This is an optimization exercise on Yosys and OpenROAD, whose aim is small area, not a production implementation.
Function was checked by simulation only, so behaviour that the tests miss may differ from the original.
Power figures rest on the tool's default switching activity, not on a simulated workload.

==> flow/design.v <==
`timescale 1ns/1ps
`default_nettype none
package rvCorePkg;
    localparam int XLEN        = 32;
    localparam int REG_ADDR_W  = 5;
    localparam int WORD_ADDR_W = 30;
    function automatic logic [XLEN-1:0] byteSwap(input logic [XLEN-1:0] word);
        byteSwap = {word[7:0], word[15:8], word[23:16], word[31:24]};
    endfunction
endpackage
`default_nettype wire
`timescale 1ns/1ps
`default_nettype none
module fetchStage (
    input  wire         clk,
    input  wire         rst_n,
    input  wire         stall,
    output logic [29:0] iAddr,
    input  wire  [31:0] iRdata,
    output logic [2:0]  cls,      
    output logic [31:7] fld       
);
    logic [31:0] inst;
    logic [2:0]  clsNext;
    always_ff @(posedge clk or negedge rst_n) begin
        if (!rst_n) begin
            iAddr <= '0;
        end else begin
            iAddr <= iAddr + {29'd0, ~stall};
        end
    end
    assign inst = rvCorePkg::byteSwap(iRdata);
    always_comb begin
        clsNext = 3'b000;
        if (inst[1:0] == 2'b11) begin
            case (inst[6:2])
                5'b01100: clsNext = 3'b101;
                5'b00100: clsNext = 3'b100;
                5'b00000: clsNext = 3'b110;
                5'b01000: clsNext = 3'b001;
                default:  clsNext = 3'b000;
            endcase
        end
    end
    always_ff @(posedge clk or negedge rst_n) begin
        if (!rst_n) begin
            cls <= '0;
        end else if (!stall) begin
            cls <= clsNext;
        end
    end
    always_ff @(posedge clk) begin
        if (!stall) begin
            fld <= inst[31:7];
        end
    end
endmodule
`default_nettype wire
`timescale 1ns/1ps
`default_nettype none
module regFile (
    input  wire         clk,
    input  wire         rst_n,
    input  wire         wen,
    input  wire  [4:0]  waddr,
    input  wire  [31:0] wdata,
    input  wire  [4:0]  rs1,
    input  wire  [4:0]  rs2,
    output logic [31:0] rdata1,
    output logic [31:0] rdata2
);
    logic [31:1][31:0] regs;
    logic [31:1] written;
    logic [31:1] we;
    logic [31:1] keep;
    logic [31:1] sel1;
    logic [31:1] sel2;
    always_comb begin
        for (int i = 1; i < 32; i++) begin
            we[i]   = wen && (waddr == 5'(i));
            keep[i] = written[i] && !we[i];
            sel1[i] = written[i] && (rs1 == 5'(i));
            sel2[i] = written[i] && (rs2 == 5'(i));
        end
    end
    always_ff @(posedge clk or negedge rst_n) begin
        if (!rst_n) begin
            written <= '0;
        end else begin
            written <= written | we;
        end
    end
    always_ff @(posedge clk) begin
        for (int i = 1; i < 32; i++) begin
            regs[i] <= ({32{we[i]}} & wdata) | ({32{keep[i]}} & regs[i]);
        end
    end
    always_comb begin
        rdata1 = '0;
        rdata2 = '0;
        for (int i = 1; i < 32; i++) begin
            rdata1 = rdata1 | ({32{sel1[i]}} & regs[i]);
            rdata2 = rdata2 | ({32{sel2[i]}} & regs[i]);
        end
    end
endmodule
`default_nettype wire
`timescale 1ns/1ps
`default_nettype none
module decodeStage (
    input  wire         clk,
    input  wire         rst_n,
    input  wire         stall,
    input  wire  [2:0]  cls,
    input  wire  [31:7] fld,
    input  wire         wbEn,
    input  wire  [4:0]  wbAddr,
    input  wire  [31:0] wbData,
    output logic        idW,
    output logic        idL,
    output logic        idS,
    output logic [4:0]  idRd,
    output logic [3:0]  idOp,     
    output logic        idInv,    
    output logic        idUseImm,
    output logic [11:0] idImm,
    output logic [31:0] idA,
    output logic [31:0] idB       
);
    logic [31:0] rdata1;
    logic [31:0] rdata2;
    logic        isR, isI, isS, useImm, ok;
    logic [2:0]  f3;
    logic        b30;
    logic [3:0]  op;
    regFile uRegFile (
        .clk    (clk),
        .rst_n  (rst_n),
        .wen    (wbEn),
        .waddr  (wbAddr),
        .wdata  (wbData),
        .rs1    (fld[19:15]),
        .rs2    (fld[24:20]),
        .rdata1 (rdata1),
        .rdata2 (rdata2)
    );
    assign isR    = cls[2] & ~cls[1] & cls[0];
    assign isI    = cls[2] & ~cls[1] & ~cls[0];
    assign isS    = ~cls[2] & cls[0];
    assign useImm = cls[1] | (cls[2] ^ cls[0]);
    assign f3     = fld[14:12];
    assign b30    = fld[30];
    assign ok = isI | (isR & ~b30);
    always_comb begin
        op = 4'b0000;
        if (isR & b30 & (f3 == 3'b000)) begin
            op = 4'b1000;
        end else if ((isR | isI) & (f3 == 3'b101)) begin
            op = {b30, 3'b101};
        end else if (ok & (f3 != 3'b011)) begin
            op = {1'b0, f3};
        end
    end
    always_ff @(posedge clk or negedge rst_n) begin
        if (!rst_n) begin
            idW      <= 1'b0;
            idL      <= 1'b0;
            idS      <= 1'b0;
            idOp     <= 4'b0011;
            idInv    <= 1'b0;
            idB      <= '0;
        end else if (!stall) begin
            idW      <= cls[2];
            idL      <= cls[1];
            idS      <= isS;
            idOp     <= op;
            idInv    <= (op == 4'b1000) | (op[2:0] == 3'b010);
            idB      <= rdata2;
        end
    end
    always_ff @(posedge clk) begin
        if (!stall) begin
            idRd     <= fld[11:7];
            idImm    <= isS ? {fld[31:25], fld[11:7]} : fld[31:20];
            idUseImm <= useImm;
            idA      <= rdata1;
        end
    end
endmodule
`default_nettype wire
`timescale 1ns/1ps
`default_nettype none
module aluUnit (
    input  wire  [3:0]  op,       
    input  wire         inv,      
    input  wire  [31:0] opA,
    input  wire  [31:0] opB,
    output logic [31:0] aluOut
);
    logic        doSlt, doSh, doLeft, doArith, doXor, doOr, doAnd, doAdd;
    logic [31:0] b2, p, g, sum;
    logic        lt;
    logic [31:0] shIn, shOut, shRes;
    logic [4:0]  shamt;
    assign doSlt   = op[2:0] == 3'b010;
    assign doSh    = op[1:0] == 2'b01;
    assign doLeft  = ~op[2];
    assign doArith = op[3];
    assign doXor   = op[2:0] == 3'b100;
    assign doOr    = op[2:0] == 3'b110;
    assign doAnd   = op[2:0] == 3'b111;
    assign doAdd   = op[2:0] == 3'b000;
    assign b2  = inv ? ~opB : opB;
    assign sum = opA + b2 + {31'd0, inv};
    assign lt  = (opA[31] ^ opB[31]) ? opA[31] : sum[31];
    assign shamt = opB[4:0];
    always_comb begin
        for (int i = 0; i < 32; i++) begin
            shIn[i] = doLeft ? opA[31-i] : opA[i];
        end
        shOut = 32'($signed({doArith & opA[31], shIn}) >>> shamt);
        for (int i = 0; i < 32; i++) begin
            shRes[i] = shOut[31-i];
        end
    end
    assign p = opA ^ b2;
    assign g = opA & b2;
    assign aluOut = ({32{doAdd}} & sum)
                  | {31'd0, doSlt & lt}
                  | ({32{doSh & ~doLeft}} & shOut)
                  | ({32{doSh & doLeft}} & shRes)
                  | ({32{doXor | doOr}} & p)
                  | ({32{doOr | doAnd}} & g);
endmodule
module executeStage (
    input  wire         clk,
    input  wire         rst_n,
    input  wire         stall,
    input  wire         idW,
    input  wire         idL,
    input  wire         idS,
    input  wire  [4:0]  idRd,
    input  wire  [3:0]  idOp,
    input  wire         idInv,
    input  wire         idUseImm,
    input  wire  [11:0] idImm,
    input  wire  [31:0] idA,
    input  wire  [31:0] idB,
    output logic        exW,
    output logic        exL,
    output logic        exS,
    output logic [4:0]  exRd,
    output logic [31:0] exAlu,
    output logic [31:0] exSd
);
    logic [31:0] opB;
    logic [31:0] aluOut;
    assign opB = idUseImm ? {{20{idImm[11]}}, idImm} : idB;
    aluUnit uAlu (
        .op     (idOp),
        .inv    (idInv),
        .opA    (idA),
        .opB    (opB),
        .aluOut (aluOut)
    );
    always_ff @(posedge clk or negedge rst_n) begin
        if (!rst_n) begin
            exW   <= 1'b0;
            exL   <= 1'b0;
            exS   <= 1'b0;
            exAlu <= '0;
            exSd  <= '0;
        end else if (!stall) begin
            exW   <= idW;
            exL   <= idL;
            exS   <= idS;
            exAlu <= aluOut;
            exSd  <= rvCorePkg::byteSwap(idB);
        end
    end
    always_ff @(posedge clk) begin
        if (!stall) begin
            exRd <= idRd;
        end
    end
endmodule
`default_nettype wire
`timescale 1ns/1ps
`default_nettype none
module memWriteback (
    input  wire         clk,
    input  wire         rst_n,
    input  wire         stall,
    input  wire         exW,
    input  wire         exL,
    input  wire         exS,
    input  wire  [4:0]  exRd,
    input  wire  [31:0] exAlu,
    input  wire  [31:0] exSd,
    output logic        dReqRen,
    output logic        dReqWen,
    output logic [29:0] dReqAddr,
    output logic [31:0] dReqWdata,
    input  wire  [31:0] dRdata,
    output logic        wbEn,
    output logic [4:0]  wbAddr,
    output logic [31:0] wbData
);
    assign dReqRen   = exL;
    assign dReqWen   = exS & ~stall;
    assign dReqAddr  = exAlu[31:2];
    assign dReqWdata = exSd;
    logic wbW;
    logic moved;
    always_ff @(posedge clk or negedge rst_n) begin
        if (!rst_n) begin
            wbW <= 1'b0;
        end else begin
            wbW <= exW;
        end
    end
    always_ff @(posedge clk) begin
        moved  <= ~stall;
        wbAddr <= exRd;
        wbData <= exL ? rvCorePkg::byteSwap(dRdata) : exAlu;
    end
    assign wbEn = wbW & moved;
endmodule
`default_nettype wire
`timescale 1ns/1ps
`default_nettype none
module rvPipelineTop (
    input  wire         clk,
    input  wire         rst_n,
    output logic [29:0] iAddr,
    input  wire  [31:0] iRdata,
    input  wire         iStall,
    output logic        dReqRen,
    output logic        dReqWen,
    output logic [29:0] dReqAddr,
    output logic [31:0] dReqWdata,
    input  wire  [31:0] dRdata,
    input  wire         dStall
);
    logic        stall;
    logic [2:0]  cls;
    logic [31:7] fld;
    logic        idW, idL, idS, idUseImm;
    logic [4:0]  idRd;
    logic [3:0]  idOp;
    logic        idInv;
    logic [11:0] idImm;
    logic [31:0] idA, idB;
    logic        exW, exL, exS;
    logic [4:0]  exRd;
    logic [31:0] exAlu, exSd;
    logic        wbEn;
    logic [4:0]  wbAddr;
    logic [31:0] wbData;
    assign stall = iStall | dStall;
    fetchStage uFetch (
        .clk    (clk),
        .rst_n  (rst_n),
        .stall  (stall),
        .iAddr  (iAddr),
        .iRdata (iRdata),
        .cls    (cls),
        .fld    (fld)
    );
    decodeStage uDecode (
        .clk      (clk),
        .rst_n    (rst_n),
        .stall    (stall),
        .cls      (cls),
        .fld      (fld),
        .wbEn     (wbEn),
        .wbAddr   (wbAddr),
        .wbData   (wbData),
        .idW      (idW),
        .idL      (idL),
        .idS      (idS),
        .idRd     (idRd),
        .idOp     (idOp),
        .idInv    (idInv),
        .idUseImm (idUseImm),
        .idImm    (idImm),
        .idA      (idA),
        .idB      (idB)
    );
    executeStage uExecute (
        .clk      (clk),
        .rst_n    (rst_n),
        .stall    (stall),
        .idW      (idW),
        .idL      (idL),
        .idS      (idS),
        .idRd     (idRd),
        .idOp     (idOp),
        .idInv    (idInv),
        .idUseImm (idUseImm),
        .idImm    (idImm),
        .idA      (idA),
        .idB      (idB),
        .exW      (exW),
        .exL      (exL),
        .exS      (exS),
        .exRd     (exRd),
        .exAlu    (exAlu),
        .exSd     (exSd)
    );
    memWriteback uMemWb (
        .clk       (clk),
        .rst_n     (rst_n),
        .stall     (stall),
        .exW       (exW),
        .exL       (exL),
        .exS       (exS),
        .exRd      (exRd),
        .exAlu     (exAlu),
        .exSd      (exSd),
        .dReqRen   (dReqRen),
        .dReqWen   (dReqWen),
        .dReqAddr  (dReqAddr),
        .dReqWdata (dReqWdata),
        .dRdata    (dRdata),
        .wbEn      (wbEn),
        .wbAddr    (wbAddr),
        .wbData    (wbData)
    );
endmodule
`default_nettype wire
==> flow/flow/run.sh <==
#!/bin/bash
# Standard layout, with synthesis mapped by an area-oriented ABC script,
# port buffers of the smallest buffer, a clock tree of smaller buffers without
# dummy loads, and power recovery (downsizing off the critical paths) after global routing.
set -uo pipefail
HERE=$(pwd)
export MY_ABC_SCRIPT=$HERE/flow/abc_area.script
sed -e "s#SYNTH_SCRIPT=[^ ]*#SYNTH_SCRIPT=$HERE/flow/my_synth.tcl#" standard.sh > my_standard.sh
bash my_standard.sh \
  "BUFFER_PORTS_ARGS=-buffer_cell sky130_fd_sc_hd__buf_1" \
  "CTS_ARGS=-sink_clustering_enable -repair_clock_nets -dont_use_dummy_load -buf_list {sky130_fd_sc_hd__clkbuf_4 sky130_fd_sc_hd__clkbuf_8} -sink_clustering_size 20 -sink_clustering_max_diameter 60" \
  RECOVER_POWER=100 \
  finish > flow_make.log 2>&1
exit $?
==> flow/flow/abc_area.script <==
strash
&get -n
&b
&dch -f
&nf
&put
==> flow/flow/my_synth.tcl <==
# Standard synthesis (synth_recipe.tcl) with an area-oriented ABC mapping script
proc synth {args} { yosys synth -nofsm -noshare {*}$args }
proc abc {args} {
  set i [lsearch -exact $args -script]
  if { $i >= 0 } {
    set args [lreplace $args [expr {$i + 1}] [expr {$i + 1}] $::env(MY_ABC_SCRIPT)]
  }
  yosys abc {*}$args
}
source $::env(SCRIPTS_DIR)/synth.tcl
# left out here: clear keep_hierarchy, flatten, clean up, hide names made inside functions, write 1_2_yosys.v
==> flow/standard.sh <==
#!/bin/bash
# synth_recipe.tcl (not shown) runs the flow's synth.tcl, then flattens the netlist and writes it again
# the make line also repeats each setting of config.mk as NAME=value (left out here)
make -C /OpenROAD-flow-scripts/flow DESIGN_CONFIG=/design/flow/config.mk WORK_HOME=/design/flow/orfs CLKGATE_MAP_FILE= SYNTH_SCRIPT=/design/flow/synth_recipe.tcl "${@:-finish}"
==> flow/config.mk <==
export PLATFORM = sky130hd
export DESIGN_NAME = rvPipelineTop
export DESIGN_NICKNAME = rvPipelineTop
export VERILOG_FILES = /design/flow/design.v
export SDC_FILE = /design/flow/constraint.sdc
export NUM_CORES = 4
export LEC_CHECK = 0
export CAP_MARGIN = 20
export CELL_PAD_IN_SITES_DETAIL_PLACEMENT = 1
export CELL_PAD_IN_SITES_GLOBAL_PLACEMENT = 2
export CORE_MARGIN = 2
export CORE_UTILIZATION = 45
export PLACE_DENSITY = 0.55
export SETUP_SLACK_MARGIN = 0.05
export SLEW_MARGIN = 20
==> flow/constraint.sdc <==
create_clock -name core_clock -period 5.0 [get_ports {clk}]
set_input_delay 1.0000 -clock core_clock [delete_from_list [all_inputs] [get_ports {clk}]]
set_output_delay 1.0000 -clock core_clock [all_outputs]
set_load 0.01 [all_outputs]
==> flow_summary.json, run 1 <==
{
  "status": "failed layout checks",
  "so.violations": "capacitance limit, slew limit",
  "fin_nets": 5356,
  "leakage_uw": 0.0221,
  "period_share_pct": 93.4,
  "grt_max_degree": 95,
  "clk_pin_slew_worst_paths_ps": 90,
  "slowest_stage": "a211oi_1",
  "layout.cells.most_common_list": "a22o_1, dfxtp_1, a22oi_1",
  "r2r_cells": 7,
  "cts_setup_buffers": 0,
  "drc": 0,
  "critPathKind": "reg2reg",
  "postCtsHoldBufs": 0,
  "internal_power_uw": 13700,
  "cts_max_level": 3,
  "postSynth.asyncResetShare_pct": 13.4,
  "synth_area_um2": 53200,
  "fp.dieH_um": 348,
  "cpPeakStageDelay_ps": 930,
  "worst_ep_arrival_time_ps": 5180,
  "yosysTopAreaCellShare_pct": 38.7,
  "ys_ff_latch": 1282,
  "grt_use_total_pct": 39.8,
  "cts_resized": 0,
  "rsz0062_at_grt": "no",
  "drtPass1Iterations": 9,
  "num_rows": 126,
  "grt_first_pass_wirelength_um": 356000,
  "dp_hpwl_um": 168000,
  "final_common_cell": "a22o_1",
  "drt-met1-wl_um": 100000,
  "switchingPower_uw": 6730,
  "yosysSeqAreaShare_pct": 51.3,
  "grt_pass1_vias": 48700,
  "start_kind": "flip-flop",
  "die_area_um2": 121000,
  "syn_nets": 4838,
  "syn_inst": 4734,
  "required_ps": 5510,
  "hp-class": "in2reg",
  "vias": 50300,
  "worstReg2RegEnd": "uDecode.idA[4]$_DFFE_PP_",
  "finalHoldViolations": 0,
  "fmax_ghz": 0.214,
  "gp_congestion": 0.922,
  "setup_viol": 0,
  "p_clk_share_pct": 27.3,
  "worstMarginPinSlew_ps": 3040,
  "vias_per_cell": 7.41,
  "clockBufferDepth": 3,
  "cts_tree": "built",
  "yosysUniqueCellTypes": 54,
  "ant_nets": 0,
  "yosys_most_used_dff": "dfxtp_1",
  "reg2reg_slack_ps": 330,
  "cts-root-buf": "clkbuf_8",
  "drt_iter0_drc": 8392,
  "path_cells": "and2_0 -> and3_1 -> clkbuf_1 -> a222oi_1 -> nand3_1 -> a211oi_1 -> nand4_1",
  "timing.hold.ws_ps": 280,
  "period_needed_ps": 4670,
  "start_util_pct": 45.3,
  "seq_power_share_pct": 54.4,
  "tns_ps": 0,
  "cts_sinks": 1282,
  "finClkSkew_ps": 112,
  "port_buffers": 161,
  "worstSetupEndpointType": "flip-flop",
  "dr_wl_met2_um": 111000,
  "reg2reg_from": "uFetch.fld[15]$_DFFE_PP_",
  "area_growth_pct": 11.6,
  "crit_fanout": 32,
  "highest_layer": "met5",
  "vdd_ir_drop_max_uv": 232,
  "antenna_found_initial": 14,
  "overflow": 0,
  "drive_above_1_share_pct": 7.89,
  "cp-startpoint": "uFetch.fld[15]$_DFFE_PP_",
  "post-route-util_pct": 50.5,
  "yosys_warnings": 6,
  "power.density_nw_per_um2": 344,
  "fill_cells": 12800,
  "wl_per_cell_um": 36.7,
  "synth_area_per_cell_um2": 11.2,
  "p_sw_share_pct": 32.9,
  "die_w_um": 348,
  "synth-edff-count": 80,
  "routed-wl-met3_um": 26600,
  "yosys-top-cells-area": "dfxtp_1, a22o_1, dfrtp_1",
  "drt-total-wl_um": 249000,
  "relSlewSlack_pct": -103,
  "cap_violations": 39,
  "maxSlewViolCount": 1418,
  "core_um2": 118000,
  "p_comb_share_pct": 18.2,
  "yosysTopAreaCell": "dfxtp_1",
  "cts_made_buffers": 115,
  "clkLatencyLatePin_ps": 880,
  "num_io_pins": 162,
  "crit_end": "uDecode.idA[4]$_DFFE_PP_"
}
worst max-delay path, delay by kind of cell (launching register included):
family                 cells  cell delay, ps
AOI/OAI and AO/OA          2            1630
buffers and inverters      1             910
DFF                        1             420
and+or+nand+nor            4            1380
synth_stat cells, types with 8 or more instances:
cell / count
nor4_1: 28
and4_1: 15
a31oi_1: 19
or2_0: 33
a222oi_1: 306
o21a_1: 8
nor3_1: 13
nand2_1: 197
dfxtp_1: 1030
mux2_1: 75
o22a_1: 9
nand4_1: 120
nor2_1: 268
xnor2_1: 70
o22ai_1: 14
o211ai_1: 13
a221o_1: 8
dfrtp_1: 170
mux2i_1: 99
or3_1: 10
o21ai_0: 62
xor2_1: 14
clkinv_1: 9
a21oi_1: 163
a211oi_1: 12
edfxtp_1: 80
buf_4: 30
ha_1: 35
a21o_1: 11
a22oi_1: 375
a22o_1: 1049
nand3_1: 118
and3_1: 75
nor2b_1: 40
and2_0: 12
a221oi_1: 82
flip-flops by register name, summed over array words and instances, names as in the netlist, 4 cells and up:
register and flops:
uFetch.fld 25, uExecute.exRd 5, uMemWb.wbAddr 5, uDecode.idRd 5, uExecute.exSd 32, uExecute.exAlu 32
uDecode.uRegFile.written 31, uDecode.idImm 12, uDecode.uRegFile.regs 992, uDecode.idA 32, uDecode.idB 32, uFetch.iAddr 30
uDecode.idOp 4, uMemWb.wbData 32
per-layer routing:
layer  vias up  GRT usage [%]
li1      21000              -
met1     25600           52.9
met2      3069           61.5
met3       609           9.85
met4         8           17.1
met5         -              0
metrics by stage:
| step | power (uW) | setup WS, ps | cells | cell area, um2 |
|---|---|---|---|---|
| 5_1_grt | 21100 | 411 | 6787 | 59400 |
| 4_1_cts | 20400 | 1070 | 6785 | 59700 |
| 3_3_place_gp | 15000 | 1110 | 6668 | 58100 |
| 3_5_place_dp | 15000 | 1110 | 6670 | 58100 |
| 6_report | 20500 | 329 | 6791 | 59400 |
| 2_1_floorplan | 13200 | 30.4 | 4734 | 53200 |
power groups by stage:
stage / logic [uW] / clock network (uW) / registers [uW]
2_1_floorplan: 1780 / 0 / 11500
3_3_place_gp: 3620 / 0 / 11300
3_5_place_dp: 3650 / 0 / 11300
4_1_cts: 3670 / 5630 / 11100
5_1_grt: 3900 / 6020 / 11200
6_report: 3730 / 5590 / 11100
worst min path at each step:
stage	start	to	slack (ps)	depth (start not counted)
2_1_floorplan	uExecute.exRd[0]$_DFFE_PP_	uMemWb.wbAddr[0]$_DFF_P_	320	0
3_3_place_gp	uExecute.exRd[0]$_DFFE_PP_	uMemWb.wbAddr[0]$_DFF_P_	330	0
3_5_place_dp	uExecute.exRd[0]$_DFFE_PP_	uMemWb.wbAddr[0]$_DFF_P_	330	0
4_1_cts	rst_n	uExecute.exAlu[8]$_DFFE_PN0P_	220	1
5_1_grt	iRdata[12]	uFetch.fld[20]$_DFFE_PP_	250	1
6_report	iRdata[16]	uFetch.fld[8]$_DFFE_PP_	280	1
cell families after synthesis:
family | Yosys count | synth area share, %
AOI/OAI and AO/OA | 2161 | 33.6
DFF | 1282 | 51.3
and+or+nand+nor | 958 | 8.90
muxes | 174 | 3.45
xor gates and xnor gates | 84 | 1.38
buffers and inverters | 39 | 0.487
adders and majority gates | 36 | 0.860
cell type report:
class | count | area (um2) | area share, %
tap | 1536 | 1920 | 3.24
sequential | 1282 | 27300 | 46.0
timing repair buffer | 431 | 2540 | 4.28
clock buffer | 115 | 1580 | 2.66
inverter | 9 | 41.3 | 0.0695
multi-input combinational | 3413 | 26000 | 43.7
antenna | 5 | 12.5 | 0.0211
==> run 2, diff against run 1 <==
==> flow/flow/run.sh (replaced) <==
#!/bin/bash
# Standard layout, with synthesis mapped by an area-oriented ABC script,
# port buffers of the smallest buffer, a clock tree of larger clusters without
# dummy loads.
set -uo pipefail
HERE=$(pwd)
export MY_ABC_SCRIPT=$HERE/flow/abc_area.script
sed -e "s#SYNTH_SCRIPT=[^ ]*#SYNTH_SCRIPT=$HERE/flow/my_synth.tcl#" standard.sh > my_standard.sh
bash my_standard.sh \
  "BUFFER_PORTS_ARGS=-buffer_cell sky130_fd_sc_hd__buf_1" \
  "CTS_ARGS=-sink_clustering_enable -repair_clock_nets -dont_use_dummy_load -buf_list {sky130_fd_sc_hd__clkbuf_16} -sink_clustering_size 24 -sink_clustering_max_diameter 100" \
  finish > flow_make.log 2>&1
exit $?
==> flow/flow/abc_area.script (replaced) <==
strash
&get -n
&b
&dch -f
&nf
&put
strash
&get -n
&dch -f
&nf
&put
==> run 2 against run 1 <==
Now clean on timing, DRC and antenna. Utilization increased by 0.56 points. Clock skew fell by 24 ps. Combinational power up 2%. Die area is 0.32% lower.
==> flow_summary.json, run 2 <==
{
  "cts_setup_buffers": 0,
  "grt_pass1_vias": 50200,
  "area_growth_pct": 12.2,
  "timing.hold.ws_ps": 293,
  "leakage_uw": 0.0223,
  "crit_top_cell": "a21oi_1",
  "switchingPower_uw": 6760,
  "p_clk_share_pct": 27.5,
  "cts_max_level": 2,
  "fin_nets": 5288,
  "synth_top_family_by_area": "compound AO/OA/AOI/OAI gates",
  "drt_iter0_drc": 11100,
  "clk_pin_slew_worst_paths_ps": 90,
  "reg2reg_from": "uDecode.idUseImm$_DFFE_PP_",
  "r2r_cells": 13,
  "reg2reg_slack_ps": 290,
  "synthAdderAreaFrac_pct": 0.863,
  "p_comb_share_pct": 18.5,
  "fmax_ghz": 0.212,
  "worstMarginPinSlew_ps": 1380,
  "yosys_warnings": 6,
  "syn_nets": 4824,
  "period_needed_ps": 4710,
  "fin_cells": 6717,
  "grt_use_total_pct": 44.7,
  "seq_power_share_pct": 54.0,
  "num_io_pins": 162,
  "dp_cells": 6642,
  "largest_register_ffs": 992,
  "antenna_found_initial": 21,
  "syn_inst": 4720,
  "postCtsHoldBufs": 0,
  "synthXorXnorAreaFrac_pct": 1.30,
  "cap_violations": 0,
  "yosysUniqueCellTypes": 58,
  "dp_hpwl_um": 189000,
  "setup_viol": 0,
  "layout.cells.most_common_list": "dfxtp_1, a22o_1, a222oi_1",
  "regMostFlops": "uDecode.uRegFile.regs",
  "sequential_cell_area_um2": 27300,
  "worstReg2RegEnd": "uExecute.exAlu[0]$_DFFE_PN0P_",
  "core_um2": 117000,
  "postSynth.asyncResetShare_pct": 13.4,
  "grt_first_pass_wirelength_um": 392000,
  "ys_ff_latch": 1282,
  "drive_above_1_share_pct": 8.10,
  "cts_sinks": 1282,
  "num_rows": 125,
  "slowest_stage": "edfxtp_1",
  "hp-class": "in2async",
  "multi_input_area_um2": 25900,
  "synth_area_um2": 53000,
  "clkLatencyLatePin_ps": 770,
  "drtPass1Iterations": 14,
  "fill_cells": 12500,
  "yosys_most_used_dff": "dfxtp_1",
  "yosysTopAreaCell": "dfxtp_1",
  "synth_area_per_cell_um2": 11.2,
  "yosysSeqAreaShare_pct": 51.5,
  "drc": 0,
  "period_share_pct": 94.2,
  "vdd_ir_drop_max_uv": 287,
  "drt-total-wl_um": 280000,
  "rsz0062_at_grt": "no",
  "yosys-mux-area-fraction_pct": 3.36,
  "cts_resized": 0,
  "die_area_um2": 121000,
  "tns_ps": 0,
  "cp_top_family": "compound AO/OA/AOI/OAI gates",
  "cts_tree": "built",
  "power.density_nw_per_um2": 345,
  "yosys.cell_count.top_type": "dfxtp_1",
  "ant_nets": 0,
  "maxSlewViolCount": 0,
  "start_kind": "flip-flop",
  "synthSimpleGateAreaFrac_pct": 8.70,
  "synth.top_cells.by_count": "dfxtp_1, a22o_1, a222oi_1, nand2_1, a22oi_1",
  "final_common_cell": "dfxtp_1",
  "required_ps": 5620,
  "crit_fanout": 10,
  "overflow": 0,
  "cp_num_buf_inv": 1,
  "dpl-instance-area_um2": 57900,
  "path_cells": "buf_4 -> mux2i_1 -> xnor2_1 -> ha_1 -> a21oi_1 -> o21ai_0 -> o21ba_1 -> o21a_1 -> o31ai_1 -> a31oi_1 -> xor2_1 -> a2111o_1 -> a21oi_1",
  "finalHoldViolations": 0,
  "p_sw_share_pct": 32.9,
  "gp_congestion": 0.985,
  "worstSetupEndpointType": "flip-flop",
  "cts-root-buf": "clkbuf_16",
  "vias_per_cell": 7.81,
  "cpPeakStageDelay_ps": 800,
  "status": "timing/DRC/antenna clean",
  "wl_per_cell_um": 41.7,
  "start_util_pct": 45.5,
  "port_buffers": 161,
  "die_w_um": 347,
  "fp.dieH_um": 347,
  "relSlewSlack_pct": 8.01,
  "synth-edff-count": 80,
  "yosys-top-cells-area": "dfxtp_1, a22o_1, dfrtp_1",
  "grt_max_degree": 173,
  "worst_ep_arrival_time_ps": 5330,
  "finClkSkew_ps": 88.2,
  "critPathKind": "reg2reg",
  "vias": 52400,
  "yosysTopAreaCellShare_pct": 38.9,
  "internal_power_uw": 13800,
  "clockBufferDepth": 3,
  "cts_made_buffers": 61,
  "synth-compound-area-share_pct": 33.7,
  "stdcell_area_um2": 59500
}
run 2: final cells by class:
class | count | area share [%]
Multi-Input combinational cell | 3396 | 43.5
Antenna cell | 11 | 0.0463
Sequential cell | 1282 | 45.9
Tap cell | 1524 | 3.20
Clock buffer | 61 | 2.56
Timing Repair Buffer | 431 | 4.64
Inverter | 12 | 0.0883
run 2: power by group through the flow:
stage	clock network, uW	registers (uW)	logic [uW]
5_1_grt	5990	11100	3930
4_1_cts	5650	11100	3680
3_3_place_gp	0	11300	3660
2_1_floorplan	0	11500	1600
3_5_place_dp	0	11300	3670
6_report	5660	11100	3810
run 2: layer usage:
layer	vias up	track usage [%]	share of wire [%]	wire length (um)
li1	20900	-	-	-
met4	28	24.6	6.5	18100
met2	4124	66.2	43	119000
met1	26500	56.9	37	105000
met5	-	0.960	0.12	338
met3	923	15.5	13	37600
run 2: cells by family (layout without fill, tap and decap cells):
logic type | count (synthesis) | in the layout
AOI/OAI and AO/OA | 2159 | 2159
DFF | 1282 | 1282
and+or+nand+nor | 952 | 952
muxes | 170 | 170
xor gates and xnor gates | 79 | 79
buffers and inverters | 42 | 504
adders and majority gates | 36 | 36
other | 0 | 11
run 2: worst max-delay path by stage:
stage / startpoint / end / slack [ps] / depth (start not counted)
global route: uDecode.idUseImm$_DFFE_PP_ / uExecute.exAlu[0]$_DFFE_PN0P_ / 220 / 13
detailed placement: uDecode.idUseImm$_DFFE_PP_ / uExecute.exAlu[0]$_DFFE_PN0P_ / 410 / 13
finish: uDecode.idUseImm$_DFFE_PP_ / uExecute.exAlu[0]$_DFFE_PN0P_ / 290 / 13
CTS: uDecode.idUseImm$_DFFE_PP_ / uExecute.exAlu[0]$_DFFE_PN0P_ / 390 / 13
floorplan: iStall / uFetch.iAddr[22]$_DFF_PN0_ / 300 / 11
global placement: uDecode.idUseImm$_DFFE_PP_ / uExecute.exAlu[24]$_DFFE_PN0P_ / 410 / 13
run 2: stage by stage:
step	setup slack (ps)	total power, uW	utilization (%)
6_report	288	20600	51.1
5_1_grt	219	21000	51.1
4_1_cts	395	20400	51.0
3_5_place_dp	414	15000	49.7
3_3_place_gp	415	15000	49.7
2_1_floorplan	302	13100	-
==> run 3, diff against run 2 <==
--- a/flow/config.mk
+++ b/flow/config.mk
@@ -9,7 +9,7 @@
 export CELL_PAD_IN_SITES_DETAIL_PLACEMENT = 1
 export CELL_PAD_IN_SITES_GLOBAL_PLACEMENT = 2
 export CORE_MARGIN = 2
-export CORE_UTILIZATION = 45
-export PLACE_DENSITY = 0.55
+export CORE_UTILIZATION = 50
+export PLACE_DENSITY = 0.6
 export SETUP_SLACK_MARGIN = 0.05
 export SLEW_MARGIN = 20
==> run 3 against run 2 <==
Still clean. First-iteration DRC count rose by 6.2%. Register-to-register slack gained 420 ps. Utilization increased by 5.3 points. Critical endpoint is now uExecute.exAlu[24]$_DFFE_PN0P_. Largest power group unchanged.
==> flow_summary.json, run 3 <==
{
  "status": "timing/DRC/antenna clean",
  "period_share_pct": 85.9,
  "synth-edff-count": 80,
  "tns_ps": 0,
  "drt-total-wl_um": 274000,
  "grt_use_total_pct": 48.6,
  "syn_inst": 4720,
  "yosys_warnings": 6,
  "critPathKind": "reg2reg",
  "ant_nets": 0,
  "postSynth.asyncResetShare_pct": 13.4,
  "relSlewSlack_pct": 8.66,
  "yosys-top-cells-area": "dfxtp_1, a22o_1, dfrtp_1",
  "start_kind": "flip-flop",
  "finalHoldViolations": 0,
  "synth.top_cells.by_count": "dfxtp_1, a22o_1, a222oi_1, nand2_1, a22oi_1",
  "cts_made_buffers": 61,
  "cts_tree": "built",
  "gp_congestion": 1.01,
  "vdd_ir_drop_max_uv": 338,
  "yosys.cell_count.top_type": "dfxtp_1",
  "dp_hpwl_um": 182000,
  "num_io_pins": 162,
  "worstSetupEndpointType": "flip-flop",
  "final.setup.worst_slack_ps": 707,
  "finClkSkew_ps": 73.9,
  "place_ws_ps": 807,
  "synth_area_um2": 53000,
  "cts_max_level": 2,
  "die_area_um2": 109000,
  "rsz0062_at_grt": "no",
  "synth_area_per_cell_um2": 11.2,
  "yosysSeqAreaShare_pct": 51.5,
  "drc": 0,
  "yosys_most_used_dff": "dfxtp_1",
  "required_ps": 5620,
  "drtPass1Iterations": 13,
  "drt-met1-wl_um": 97200,
  "antenna_found_initial": 25,
  "routed-wl-met3_um": 40700,
  "leakage_uw": 0.0224,
  "num_rows": 119,
  "drt_iter0_drc": 11800,
  "crit_fanout": 10,
  "fin_nets": 5291,
  "period_needed_ps": 4290,
  "highest_layer": "met5",
  "cts-root-buf": "clkbuf_16",
  "worst_ep_arrival_time_ps": 4910,
  "power.density_nw_per_um2": 345,
  "vias_per_cell": 8.11,
  "dr_wl_met2_um": 114000,
  "largest_register_ffs": 992,
  "overflow": 0,
  "cap_violations": 0,
  "post-route-util_pct": 56.4,
  "clockBufferDepth": 3,
  "layout.cells.most_common_list": "dfxtp_1, a22o_1, a222oi_1",
  "yosysTopAreaCell": "dfxtp_1",
  "cts_setup_buffers": 0,
  "core_um2": 105000,
  "port_buffers": 161,
  "maxSlewViolCount": 0,
  "setup_viol": 0,
  "wl_per_cell_um": 41.5,
  "cts_resized": 0,
  "clkLatencyLatePin_ps": 760,
  "syn_nets": 4824,
  "die_w_um": 330,
  "vias": 53400,
  "grt_max_degree": 99,
  "final_common_cell": "dfxtp_1",
  "fill_cells": 11200,
  "grt_first_pass_wirelength_um": 385000,
  "fp.dieH_um": 330,
  "ys_ff_latch": 1282,
  "fmax_ghz": 0.233,
  "clk_pin_slew_worst_paths_ps": 90,
  "grt_pass1_vias": 51100,
  "yosysUniqueCellTypes": 58,
  "cts_sinks": 1282,
  "worstMarginPinSlew_ps": 1370,
  "regMostFlops": "uDecode.uRegFile.regs",
  "hp-class": "in2async",
  "postCtsHoldBufs": 0,
  "drive_above_1_share_pct": 7.98,
  "start_util_pct": 50.4,
  "yosysTopAreaCellShare_pct": 38.9,
  "area_growth_pct": 11.9
}
[run 3: cell families (layout without fill, tap and decap cells)]
logic type,after synthesis,after routing,synth area share [%]
adder cells (fa/ha/maj),36,36,0.863
other,0,10,0
AND/OR/NAND/NOR,952,952,8.70
XOR/XNOR,79,79,1.30
buffers and inverters,42,507,0.509
multiplexers,170,170,3.36
flip-flops,1282,1282,51.5
AO/OA/AOI/OAI,2159,2159,33.7
[run 3: final timing paths]
kind	start	to	slack, ps	depth (start not counted)
setup / recovery	uDecode.idUseImm$_DFFE_PP_	uExecute.exAlu[24]$_DFFE_PN0P_	710	14
hold / removal	rst_n	uExecute.exSd[7]$_DFFE_PN0P_	300	1
setup reg to reg	uDecode.idUseImm$_DFFE_PP_	uExecute.exAlu[24]$_DFFE_PN0P_	710	14
hold reg to reg	uExecute.exRd[0]$_DFFE_PP_	uMemWb.wbAddr[0]$_DFF_P_	370	0
max in group asynchronous	rst_n	uDecode.uRegFile.written[26]$_DFF_PN0_	3610	2
min in group core_clock	uExecute.exRd[0]$_DFFE_PP_	uMemWb.wbAddr[0]$_DFF_P_	370	0
[run 3: through the flow]
step	instances	area, um2	hold WS, ps	power [uW]
after floorplan	4720	53100	323	13100
after global placement	6514	57800	328	14800
after detailed placement	6515	57800	336	14900
after CTS	6576	59300	300	20200
after global routing	6577	59300	324	20900
final	6586	59400	298	20500
[run 3: per-layer routing]
| layer | vias to the layer above | global-route usage (%) |
|---|---|---|
| met2 | 4667 | 70.6 |
| met5 | - | 0.826 |
| met4 | 24 | 31.5 |
| li1 | 20900 | - |
| met1 | 26500 | 59.8 |
| met3 | 1252 | 19.3 |
[run 3: cell type report]
class,instances,area [um2],area share [%]
Timing Repair Buffer,434,2850,4.79
Inverter,12,52.6,0.0885
Antenna cell,10,25.0,0.0422
Sequential cell,1282,27300,46.1
Clock buffer,61,1530,2.57
Tap cell,1391,1740,2.93
Multi-Input combinational cell,3396,25800,43.5
[run 3: where the power goes]
group	internal, uW	switching (uW)	leakage [uW]	total (uW)
logic	971	2780	0.0104	3750
registers	10700	444	0.0112	11100
clock network	2170	3440	0.000752	5610
[run 3: critical path, stage by stage (launching register included)]
cell,delay (ps)
edfxtp_1,680
buf_4,310
mux2i_1,260
xnor2_1,90
ha_1,390
a21oi_1,280
o21ai_0,170
a211oi_1,320
buf_4,180
a2111oi_0,90
nor3b_1,680
o21ai_0,280
a21oi_1,180
o21ai_0,110
a31oi_1,180
==> run 4, diff against run 3 <==
--- a/flow/design.v
+++ b/flow/design.v
@@ -95,12 +95,24 @@
             regs[i] <= ({32{we[i]}} & wdata) | ({32{keep[i]}} & regs[i]);
         end
     end
+    logic [10:0][31:0] grp1;
+    logic [10:0][31:0] grp2;
     always_comb begin
+        for (int k = 0; k < 11; k++) begin
+            grp1[k] = '0;
+            grp2[k] = '0;
+            for (int j = 0; j < 3; j++) begin
+                if (3*k + j >= 1 && 3*k + j <= 31) begin
+                    grp1[k] = grp1[k] | ({32{sel1[3*k+j]}} & regs[3*k+j]);
+                    grp2[k] = grp2[k] | ({32{sel2[3*k+j]}} & regs[3*k+j]);
+                end
+            end
+        end
         rdata1 = '0;
         rdata2 = '0;
-        for (int i = 1; i < 32; i++) begin
-            rdata1 = rdata1 | ({32{sel1[i]}} & regs[i]);
-            rdata2 = rdata2 | ({32{sel2[i]}} & regs[i]);
+        for (int k = 0; k < 11; k++) begin
+            rdata1 = rdata1 | grp1[k];
+            rdata2 = rdata2 | grp2[k];
         end
     end
 endmodule
==> flow/flow/abc_area.script (replaced) <==
strash
&get -n
&nf
&put
strash
&get -n
&nf
&put
==> run 4 against run 3 <==
Still clean on timing, DRC and antenna. Cell count down 2.8%. Clock skew down 24 ps. Utilization down 0.30 points. Final area down 0.67%. Via count down 3.6%. Die area down 0.27%. Maximum frequency down 9.6%. Critical path depth down 5. Global-route usage down 3.1 points. Critical path type unchanged. Highest routed layer unchanged.
==> flow_summary.json, run 4 <==
{
  "status": "timing/DRC/antenna clean",
  "yosys_warnings": 6,
  "clk_pin_slew_worst_paths_ps": 100,
  "synth.top_cells.by_count": "dfxtp_1, a22o_1, a222oi_1, nand2_1, nor2_1",
  "num_io_pins": 162,
  "drive_above_1_share_pct": 7.85,
  "drtPass1Iterations": 13,
  "layout.cells.most_common_list": "dfxtp_1, a22o_1, a222oi_1",
  "grt_max_degree": 111,
  "synth-edff-count": 80,
  "cts_sinks": 1282,
  "cts-root-buf": "clkbuf_16",
  "fill_cells": 11100,
  "die_area_um2": 108000,
  "finClkSkew_ps": 49.5,
  "drc": 0,
  "overflow": 0,
  "relSlewSlack_pct": 16.0,
  "multi_input_area_um2": 26000,
  "yosysTopAreaCellShare_pct": 39.0,
  "gp_congestion": 1.03,
  "maxSlewViolCount": 0,
  "start_kind": "flip-flop",
  "crit_fanout": 19,
  "dp_hpwl_um": 157000,
  "required_ps": 5580,
  "period_share_pct": 95.0,
  "num_rows": 119,
  "start_util_pct": 50.3,
  "synthAdderAreaFrac_pct": 0.884,
  "yosysUniqueCellTypes": 57,
  "worstMarginPinSlew_ps": 1260,
  "vias_per_cell": 8.05,
  "yosys_most_used_dff": "dfxtp_1",
  "fin_nets": 5113,
  "regMostFlops": "uDecode.uRegFile.regs",
  "stdcell_area_um2": 59000,
  "synth_area_um2": 52900,
  "grt_first_pass_wirelength_um": 362000,
  "syn_nets": 4725,
  "power.density_nw_per_um2": 311,
  "syn_inst": 4621,
  "yosys-top-cells-area": "dfxtp_1, a22o_1, a222oi_1",
  "cts_resized": 0,
  "worstSetupEndpointType": "flip-flop",
  "sequential_cell_area_um2": 27300,
  "synthXorXnorAreaFrac_pct": 1.51,
  "clockBufferDepth": 3,
  "dp_cells": 6330,
  "synth_top_family_by_area": "compound AO/OA/AOI/OAI gates",
  "timing.hold.ws_ps": 114,
  "largest_register_ffs": 992,
  "synth_area_per_cell_um2": 11.4,
  "vdd_ir_drop_max_uv": 305,
  "setup_viol": 0,
  "period_needed_ps": 4750,
  "synth-compound-area-share_pct": 33.6,
  "leakage_uw": 0.0213,
  "vias": 51500,
  "grt_use_total_pct": 45.5,
  "drt-total-wl_um": 255000,
  "wl_per_cell_um": 39.9,
  "die_w_um": 329,
  "cts_max_level": 2,
  "yosysSeqAreaShare_pct": 51.7,
  "cts_made_buffers": 60,
  "ys_ff_latch": 1282,
  "yosys-mux-area-fraction_pct": 3.32,
  "synthSimpleGateAreaFrac_pct": 8.47,
  "critPathKind": "reg2reg",
  "clkLatencyLatePin_ps": 750,
  "ant_nets": 0,
  "area_growth_pct": 11.4,
  "finalHoldViolations": 0,
  "dpl-instance-area_um2": 57300,
  "drt_iter0_drc": 10600,
  "antenna_found_initial": 10,
  "cts_setup_buffers": 0,
  "yosysTopAreaCell": "dfxtp_1",
  "grt_pass1_vias": 50300,
  "core_um2": 105000,
  "reg2reg_slack_ps": 250,
  "tns_ps": 0,
  "port_buffers": 161,
  "cts_tree": "built",
  "fmax_ghz": 0.210,
  "hp-class": "in2async",
  "cap_violations": 0,
  "fin_cells": 6402,
  "worst_ep_arrival_time_ps": 5330,
  "fp.dieH_um": 329,
  "postCtsHoldBufs": 0,
  "rsz0062_at_grt": "no",
  "postSynth.asyncResetShare_pct": 13.4,
  "finalPower_uw": 18300,
  "final_common_cell": "dfxtp_1",
  "yosys.cell_count.top_type": "dfxtp_1"
}
==> run 4: changes by cell type in the layout (fill, tap and decap cells not counted), moves of 31 or more <==
cell / delta
a21oi_1: -83
a221o_1: +31
a221oi_1: -43
a222oi_1: +218
a22oi_1: -236
and3_1: -77
buf_4: -77
nand3_1: -47
nand4_1: +59
nor2_1: +40
o21ai_0: +74
==> run 4: path summary, 6_finish.rpt <==
check | from | endpoint | cells past startpoint
max | uFetch.fld[22]$_DFFE_PP_ | uDecode.idB[13]$_DFFE_PN0P_ | 9
min | rst_n | uFetch.iAddr[21]$_DFF_PN0_ | 1
max reg2reg | uFetch.fld[22]$_DFFE_PP_ | uDecode.idB[13]$_DFFE_PN0P_ | 9
min reg2reg | uExecute.exRd[4]$_DFFE_PP_ | uMemWb.wbAddr[4]$_DFF_P_ | 0
max in group asynchronous | rst_n | uDecode.uRegFile.written[18]$_DFF_PN0_ | 2
min in group core_clock | uExecute.exRd[4]$_DFFE_PP_ | uMemWb.wbAddr[4]$_DFF_P_ | 0
==> run 4: power breakdown <==
group | internal, uW | total, uW | switching, uW | leakage (uW)
sequential | 10500 | 10700 | 219 | 0.0114
combinational | 468 | 2100 | 1630 | 0.00916
clock | 2140 | 5520 | 3380 | 0.000739
==> run 4: metal layers <==
layer / wire length (um) / global-route usage (%) / part of all wire (%) / up-vias
met5: 70 / 0 / 0.027 / -
met1: 90700 / 56.2 / 36 / 25700
met3: 33800 / 14.0 / 13 / 1024
met4: 22300 / 33.9 / 8.8 / 10
met2: 108000 / 66.8 / 42 / 4033
li1: - / - / - / 20700
==> run 4: cell type report <==
cell class	instances	area share [%]
Tap cell	1391	2.95
Antenna cell	4	0.0170
Sequential cell	1282	46.4
Timing Repair Buffer	356	3.86
Clock buffer	60	2.55
Multi-Input combinational cell	3288	44.1
Inverter	21	0.142
==> run 4: logic make-up after synthesis <==
logic type | after synthesis
AO/OA/AOI/OAI | 2064
XOR/XNOR | 91
adder cells (fa/ha/maj) | 37
buffers and inverters | 51
flip-flops | 1282
multiplexers | 155
AND/OR/NAND/NOR | 941
==> run 4: metrics by stage <==
step           setup WS (ps)  util [%]
5_1_grt                  270      56.1
3_3_place_gp             629      54.4
2_1_floorplan            347         -
4_1_cts                  537      55.9
6_report                 249      56.1
3_5_place_dp             519      54.5
==> run 4: critical path, cell delays in order, from the launching register on <==
cell      delay (ps)
edfxtp_1        1030
nor2_1           380
and4_1           620
buf_4            390
a222oi_1         270
nand3_1          660
nor2_1           460
nand4_1          290
a221oi_1         360
o21ai_0          120
==> run 5, diff against run 4 <==
--- a/flow/config.mk
+++ b/flow/config.mk
@@ -9,7 +9,7 @@
 export CELL_PAD_IN_SITES_DETAIL_PLACEMENT = 1
 export CELL_PAD_IN_SITES_GLOBAL_PLACEMENT = 2
 export CORE_MARGIN = 2
-export CORE_UTILIZATION = 50
-export PLACE_DENSITY = 0.6
+export CORE_UTILIZATION = 45
+export PLACE_DENSITY = 0.55
 export SETUP_SLACK_MARGIN = 0.05
 export SLEW_MARGIN = 20
==> run 5 against run 4 <==
Still clean on timing, DRC and antenna. Critical path depth decreased by 1. Synthesized cell count is the same. Global-route usage is 3.2 points lower. Combinational power is essentially flat. Sequential power about the same. First-iteration DRC count is 4.6% lower. Clock power rose by 1%. Cell count is 2.2% higher. Die area is 11% higher. Critical path type unchanged.
==> flow_summary.json, run 5 <==
{
  "status": "timing/DRC/antenna clean",
  "vdd_ir_drop_max_uv": 304,
  "post-route-util_pct": 50.8,
  "syn_nets": 4725,
  "maxSlewViolCount": 0,
  "synthSimpleGateAreaFrac_pct": 8.47,
  "cts_resized": 0,
  "synth-compound-area-share_pct": 33.6,
  "stdcell_area_um2": 59100,
  "drt-total-wl_um": 265000,
  "multi_input_area_um2": 26000,
  "fill_cells": 12400,
  "required_ps": 5480,
  "cpPeakStageDelay_ps": 840,
  "period_share_pct": 89.9,
  "leakage_uw": 0.0213,
  "fmax_ghz": 0.223,
  "yosys-mux-area-fraction_pct": 3.32,
  "r2r_cells": 8,
  "yosysTopAreaCell": "dfxtp_1",
  "core_um2": 116000,
  "period_needed_ps": 4490,
  "postCtsHoldBufs": 0,
  "finalHoldViolations": 0,
  "sequential_cell_area_um2": 27300,
  "dp_hpwl_um": 162000,
  "tns_ps": 0,
  "wl_per_cell_um": 40.5,
  "synthXorXnorAreaFrac_pct": 1.51,
  "worstSetupEndpointType": "flip-flop",
  "finClkSkew_ps": 85.1,
  "synth-edff-count": 80,
  "cts_max_level": 2,
  "ys_ff_latch": 1282,
  "dpl-instance-area_um2": 57600,
  "drtPass1Iterations": 11,
  "postSynth.asyncResetShare_pct": 13.4,
  "cts_setup_buffers": 0,
  "fin_nets": 5120,
  "yosys.cell_count.top_type": "dfxtp_1",
  "worstMarginPinSlew_ps": 1190,
  "syn_inst": 4621,
  "vias": 50900,
  "crit_fanout": 18,
  "relSlewSlack_pct": 20.2,
  "cts_made_buffers": 61,
  "gp_congestion": 1.01,
  "setup_viol": 0,
  "dp_cells": 6476,
  "finalPower_uw": 18400,
  "power.density_nw_per_um2": 312,
  "ant_nets": 0,
  "drive_above_1_share_pct": 8.00,
  "layout.cells.most_common_list": "dfxtp_1, a22o_1, a222oi_1",
  "grt_pass1_vias": 49800,
  "synth.top_cells.by_count": "dfxtp_1, a22o_1, a222oi_1, nand2_1, nor2_1",
  "yosys-top-cells-area": "dfxtp_1, a22o_1, a222oi_1",
  "largest_register_ffs": 992,
  "synth_area_per_cell_um2": 11.4,
  "yosys_warnings": 6,
  "final_common_cell": "dfxtp_1",
  "start_util_pct": 45.5,
  "yosys_most_used_dff": "dfxtp_1",
  "cap_violations": 0,
  "die_w_um": 347,
  "fp.dieH_um": 347,
  "regMostFlops": "uDecode.uRegFile.regs",
  "grt_first_pass_wirelength_um": 372000,
  "crit_top_cell": "nor2_1",
  "path_cells": "nor2_1 -> and4_1 -> buf_4 -> a222oi_1 -> nand3_1 -> nor2_1 -> nand4_1 -> a221o_1",
  "clk_pin_slew_worst_paths_ps": 100,
  "num_io_pins": 162,
  "drt_iter0_drc": 10200,
  "cts-root-buf": "clkbuf_16",
  "yosysSeqAreaShare_pct": 51.7,
  "synth_top_family_by_area": "compound AO/OA/AOI/OAI gates",
  "critPathKind": "reg2reg",
  "synth_area_um2": 52900,
  "cts_sinks": 1282,
  "drc": 0,
  "hp-class": "in2async",
  "fin_cells": 6541,
  "clkLatencyLatePin_ps": 760,
  "rsz0062_at_grt": "no",
  "grt_use_total_pct": 42.3,
  "slowest_stage": "edfxtp_1",
  "start_kind": "flip-flop",
  "clockBufferDepth": 3,
  "worst_ep_arrival_time_ps": 4970,
  "grt_max_degree": 80,
  "port_buffers": 161,
  "vias_per_cell": 7.77,
  "area_growth_pct": 11.7,
  "cts_tree": "built",
  "antenna_found_initial": 2,
  "yosysTopAreaCellShare_pct": 39.0,
  "die_area_um2": 120000,
  "overflow": 0,
  "num_rows": 125,
  "synthAdderAreaFrac_pct": 0.884,
  "yosysUniqueCellTypes": 57
}
## run 5: final timing paths
kind                                            startpoint                              to  slack [ps]
worst max-delay path              uFetch.fld[18]$_DFFE_PP_       uDecode.idA[14]$_DFFE_PP_         510
worst min-delay path                                 rst_n      uFetch.iAddr[29]$_DFF_PN0_         320
worst max register to register    uFetch.fld[18]$_DFFE_PP_       uDecode.idA[14]$_DFFE_PP_         510
worst min register to register  uExecute.exRd[1]$_DFFE_PP_        uMemWb.wbAddr[1]$_DFF_P_         340
max in group asynchronous                            rst_n  uExecute.exAlu[31]$_DFFE_PN0P_        3750
min in group core_clock         uExecute.exRd[1]$_DFFE_PP_        uMemWb.wbAddr[1]$_DFF_P_         340
## run 5: kinds of logic (layout without fill, tap and decap cells)
logic type,count (synthesis),in the layout
other cells,0,3
simple gates,941,941
flops,1282,1282
fa+ha+maj,37,37
xor+xnor,91,91
buf+inv,51,444
compound gates,2064,2064
mux,155,155
## run 5: through the flow
| stage | setup slack [ps] | hold WS [ps] |
|---|---|---|
| 2_1_floorplan | 347 | 323 |
| 3_3_place_gp | 635 | 327 |
| 3_5_place_dp | 636 | 332 |
| 4_1_cts | 674 | 306 |
| 5_1_grt | 386 | 346 |
| 6_report | 507 | 318 |
## run 5: final cells by class
| class | instances | share of cell area (%) |
|---|---|---|
| timing repair buffer | 362 | 3.75 |
| antenna | 3 | 0.0127 |
| tap | 1524 | 3.23 |
| sequential | 1282 | 46.2 |
| inverter | 21 | 0.142 |
| multi-input combinational | 3288 | 44.0 |
| clock buffer | 61 | 2.58 |
## run 5: where the power goes
group          leakage, uW  internal [uW]  switching [uW]
clock network     0.000752           2170            3420
logic              0.00917            464            1650
registers           0.0114          10500             222
## run 5: routing by layer
layer  GRT usage [%]  up-vias  wire (um)
li1                -    20800          -
met2            64.2     3612     116000
met3            11.1      783      31400
met5            1.16        -        194
met1            53.2    25700      98100
met4            27.3        2      19300
## run 5: critical path: cells and delay by family (launching register included)
kind            cells  cell delay (ps)
compound gates      2              600
buf+inv             1              420
simple gates        5             2320
flops               1              840
==> run 6, diff against run 5 <==
==> flow/flow/run.sh (replaced) <==
#!/bin/bash
# Standard layout, with synthesis mapped by an area-oriented ABC script,
# port buffers of the smallest buffer, a clock tree of larger clusters without
# dummy loads, and power recovery (downsizing off the critical paths) after
# global routing followed by a second slew and capacitance repair.
set -uo pipefail
HERE=$(pwd)
export MY_ABC_SCRIPT=$HERE/flow/abc_area.script
sed -e "s#SYNTH_SCRIPT=[^ ]*#SYNTH_SCRIPT=$HERE/flow/my_synth.tcl#" standard.sh > my_standard.sh
bash my_standard.sh \
  "BUFFER_PORTS_ARGS=-buffer_cell sky130_fd_sc_hd__buf_1" \
  "CTS_ARGS=-sink_clustering_enable -repair_clock_nets -dont_use_dummy_load -buf_list {sky130_fd_sc_hd__clkbuf_16} -sink_clustering_size 24 -sink_clustering_max_diameter 100" \
  RECOVER_POWER=100 \
  POST_GLOBAL_ROUTE_TCL=$HERE/flow/post_grt.tcl \
  finish > flow_make.log 2>&1
exit $?
==> flow/flow/post_grt.tcl (new file) <==
# After power recovery: repair max slew and capacitance again, since downsizing
# can leave nets (such as heavily loaded port buffers) over their limits.
puts "POST_GLOBAL_ROUTE: repair_design after power recovery"
log_cmd global_route -start_incremental
log_cmd estimate_parasitics -global_routing
repair_design_helper
log_cmd detailed_placement
log_cmd global_route -end_incremental
log_cmd estimate_parasitics -global_routing
write_guides $::env(RESULTS_DIR)/route.guide
==> run 6 against run 5 <==
First-iteration DRC count grew 1.1%. Still clean on timing, DRC and antenna. Die area is the same. Clock skew decreased by 10 ps.
==> flow_summary.json, run 6 <==
{
  "syn_nets": 4725,
  "sequential_cell_area_um2": 27300,
  "die_area_um2": 120000,
  "grt_pass1_vias": 49800,
  "wl_per_cell_um": 40.4,
  "synth_area_um2": 52900,
  "core_um2": 116000,
  "largest_register_ffs": 992,
  "required_ps": 5480,
  "p_comb_share_pct": 11.6,
  "cp-startpoint": "uFetch.fld[18]$_DFFE_PP_",
  "drtPass1Iterations": 14,
  "grtUsageMet3_pct": 11.1,
  "cts-root-buf": "clkbuf_16",
  "cts_setup_buffers": 0,
  "fin_nets": 5152,
  "status": "timing/DRC/antenna clean",
  "gp_congestion": 1.01,
  "finClkSkew_ps": 75.0,
  "cap_violations": 0,
  "seq_power_share_pct": 58.1,
  "power.density_nw_per_um2": 310,
  "worst_ep_arrival_time_ps": 5300,
  "start_util_pct": 45.5,
  "cts_tree": "built",
  "period_share_pct": 96.2,
  "dp_hpwl_um": 162000,
  "synth-edff-count": 80,
  "num_rows": 125,
  "cts_made_buffers": 61,
  "fmax_ghz": 0.208,
  "clk_pin_slew_worst_paths_ps": 100,
  "regMostFlops": "uDecode.uRegFile.regs",
  "ys_ff_latch": 1282,
  "leakage_uw": 0.0216,
  "use_met1_pct": 53.2,
  "grt-busiest-layer": "met2",
  "port_buffers": 161,
  "reg2reg_slack_ps": 190,
  "worstMarginPinSlew_ps": 1250,
  "yosysTopAreaCellShare_pct": 39.0,
  "synth_area_per_cell_um2": 11.4,
  "crit_end": "uDecode.idA[14]$_DFFE_PP_",
  "internal_power_uw": 13200,
  "yosys_warnings": 6,
  "yosysUniqueCellTypes": 57,
  "cts_resized": 0,
  "clockBufferDepth": 3,
  "finalHoldViolations": 0,
  "tns_ps": 0,
  "vias": 51300,
  "grt_use_met2_pct": 64.2,
  "area_growth_pct": 12.6,
  "worstSetupEndpointType": "flip-flop",
  "p_clk_share_pct": 30.3,
  "yosys_most_used_dff": "dfxtp_1",
  "start_kind": "flip-flop",
  "yosysSeqAreaShare_pct": 51.7,
  "worstReg2RegEnd": "uDecode.idA[14]$_DFFE_PP_",
  "antenna_found_initial": 2,
  "vdd_ir_drop_max_uv": 300,
  "hp-class": "in2async",
  "multi_input_area_um2": 25900,
  "final_common_cell": "dfxtp_1",
  "grt_use_total_pct": 42.3,
  "syn_inst": 4621,
  "grt_first_pass_wirelength_um": 372000,
  "maxSlewViolCount": 0,
  "relSlewSlack_pct": 16.8,
  "setup_viol": 0,
  "drt-total-wl_um": 266000,
  "period_needed_ps": 4810,
  "vias_per_cell": 7.81,
  "grt_max_degree": 80,
  "reg2reg_from": "uFetch.fld[18]$_DFFE_PP_",
  "drive_above_1_share_pct": 8.20,
  "timing.hold.ws_ps": 231,
  "drt_iter0_drc": 10300,
  "yosysTopAreaCell": "dfxtp_1",
  "synth.top_cells.by_count": "dfxtp_1, a22o_1, a222oi_1, nand2_1, nor2_1",
  "overflow": 0,
  "num_io_pins": 162,
  "critPathKind": "reg2reg",
  "ant_nets": 0,
  "die_w_um": 347,
  "yosys-top-cells-area": "dfxtp_1, a22o_1, a222oi_1",
  "crit_fanout": 18,
  "r2r_cells": 8,
  "postSynth.asyncResetShare_pct": 13.4,
  "drc": 0,
  "yosys.cell_count.top_type": "dfxtp_1",
  "p_sw_share_pct": 28.7,
  "switchingPower_uw": 5300,
  "fill_cells": 12300,
  "clkLatencyLatePin_ps": 760,
  "fp.dieH_um": 347,
  "cts_max_level": 2,
  "layout.cells.most_common_list": "dfxtp_1, a22o_1, a222oi_1",
  "cts_sinks": 1282,
  "postCtsHoldBufs": 0
}
run 6: cell types whose count changed in the layout (fill, tap and decap cells not counted), sizes merged:
cell	previous run	this run
clkinvlp	0	1
clkinv	21	20
clkbuf	62	92
buf	361	363
run 6: cell type report:
cell class / count / share of cell area (%)
Timing Repair Buffer: 394 / 4.73
Antenna cell: 3 / 0.0126
Multi-Input combinational cell: 3288 / 43.5
Inverter: 21 / 0.134
Sequential cell: 1282 / 45.9
Clock buffer: 61 / 2.56
Tap cell: 1524 / 3.20
run 6: worst max-delay path, stage by stage, from the launching register on:
cell and delay (ps):
edfxtp_1 850, nor2_1 350, and4_1 660, clkbuf_2 560, a222oi_1 390, nand3_1 570
nor2_1 560, nand4_1 250, a221o_1 320
run 6: per-layer routing:
| metal | routed length [um] | up-vias |
|---|---|---|
| met5 | 208 | - |
| met2 | 115000 | 3689 |
| met4 | 19500 | 4 |
| met1 | 99600 | 26000 |
| li1 | - | 20800 |
| met3 | 30800 | 826 |
run 6: power by group through the flow:
stage	combinational (uW)	sequential (uW)	clock, uW
finish	2130	10700	5590
CTS	2030	10700	5620
detailed placement	2030	10900	0
global placement	2020	10900	0
floorplan	698	11200	0
run 6: worst min path at each step:
stage / to / slack (ps) / cells after the start
2_1_floorplan: uMemWb.wbAddr[0]$_DFF_P_ / 320 / 0
6_report: uFetch.iAddr[29]$_DFF_PN0_ / 230 / 1
3_3_place_gp: uMemWb.wbAddr[1]$_DFF_P_ / 330 / 0
3_5_place_dp: uMemWb.wbAddr[0]$_DFF_P_ / 330 / 0
4_1_cts: uFetch.iAddr[11]$_DFF_PN0_ / 310 / 1
run 6: cells by family (layout without fill, tap and decap cells):
logic type | after synthesis | count (layout) | share of synthesized area (%)
and+or+nand+nor | 941 | 941 | 8.47
buffers and inverters | 51 | 476 | 0.575
muxes | 155 | 155 | 3.32
adders and majority gates | 37 | 37 | 0.884
AOI/OAI and AO/OA | 2064 | 2064 | 33.6
xor gates and xnor gates | 91 | 91 | 1.51
other | 0 | 3 | 0
DFF | 1282 | 1282 | 51.7
run 6: through the flow:
step	area, um2	total power, uW	worst slack, ps	util, %	std cells
after detailed placement	57600	13000	636	49.5	6476
after global placement	57500	13000	635	49.4	6474
after CTS	59100	18400	674	50.8	6537
final	59600	18400	189	51.2	6573
after floorplan	52900	11900	347	-	4621

-- re-timing with driven ports --
The flow's constraints put no driver on any port. The routed layouts listed below were extracted and timed again, unchanged, in two steps.
Step 1 sets driving cells, clkbuf_16 on the clock port and buf_2 on the other inputs (assumed; they add their load-dependent delay and slew).
Step 2, shift: input delay + t, output delay - t, t = (earliest + latest rising clock arrival at the registers) / 2. This alone moves slack from input paths to output paths.
Three values: ideal ports, drivers, drivers and shift; two values: the first two.
| run | shift t [ns] | slack for setup (ns) | cell pins on the clock port's net |
|---|---|---|---|
| run 1 | 0.901 | 0.329 / 0.329 / -0.164 | 1 |
| run 2 | 0.814 | 0.288 / 0.288 / 0.288 | 1 |
| run 3 | 0.797 | 0.707 / 0.707 / 0.707 | 1 |
| run 4 | 0.795 | 0.249 / 0.249 / 0.249 | 1 |
| run 5 | 0.806 | 0.507 / 0.507 / 0.507 | 1 |
| run 6 | 0.806 | 0.189 / 0.189 / 0.189 | 1 |
For run 1, which loses most, drivers alone change the setup slack by 0.000 ns; drivers and shift together by -0.493 ns.
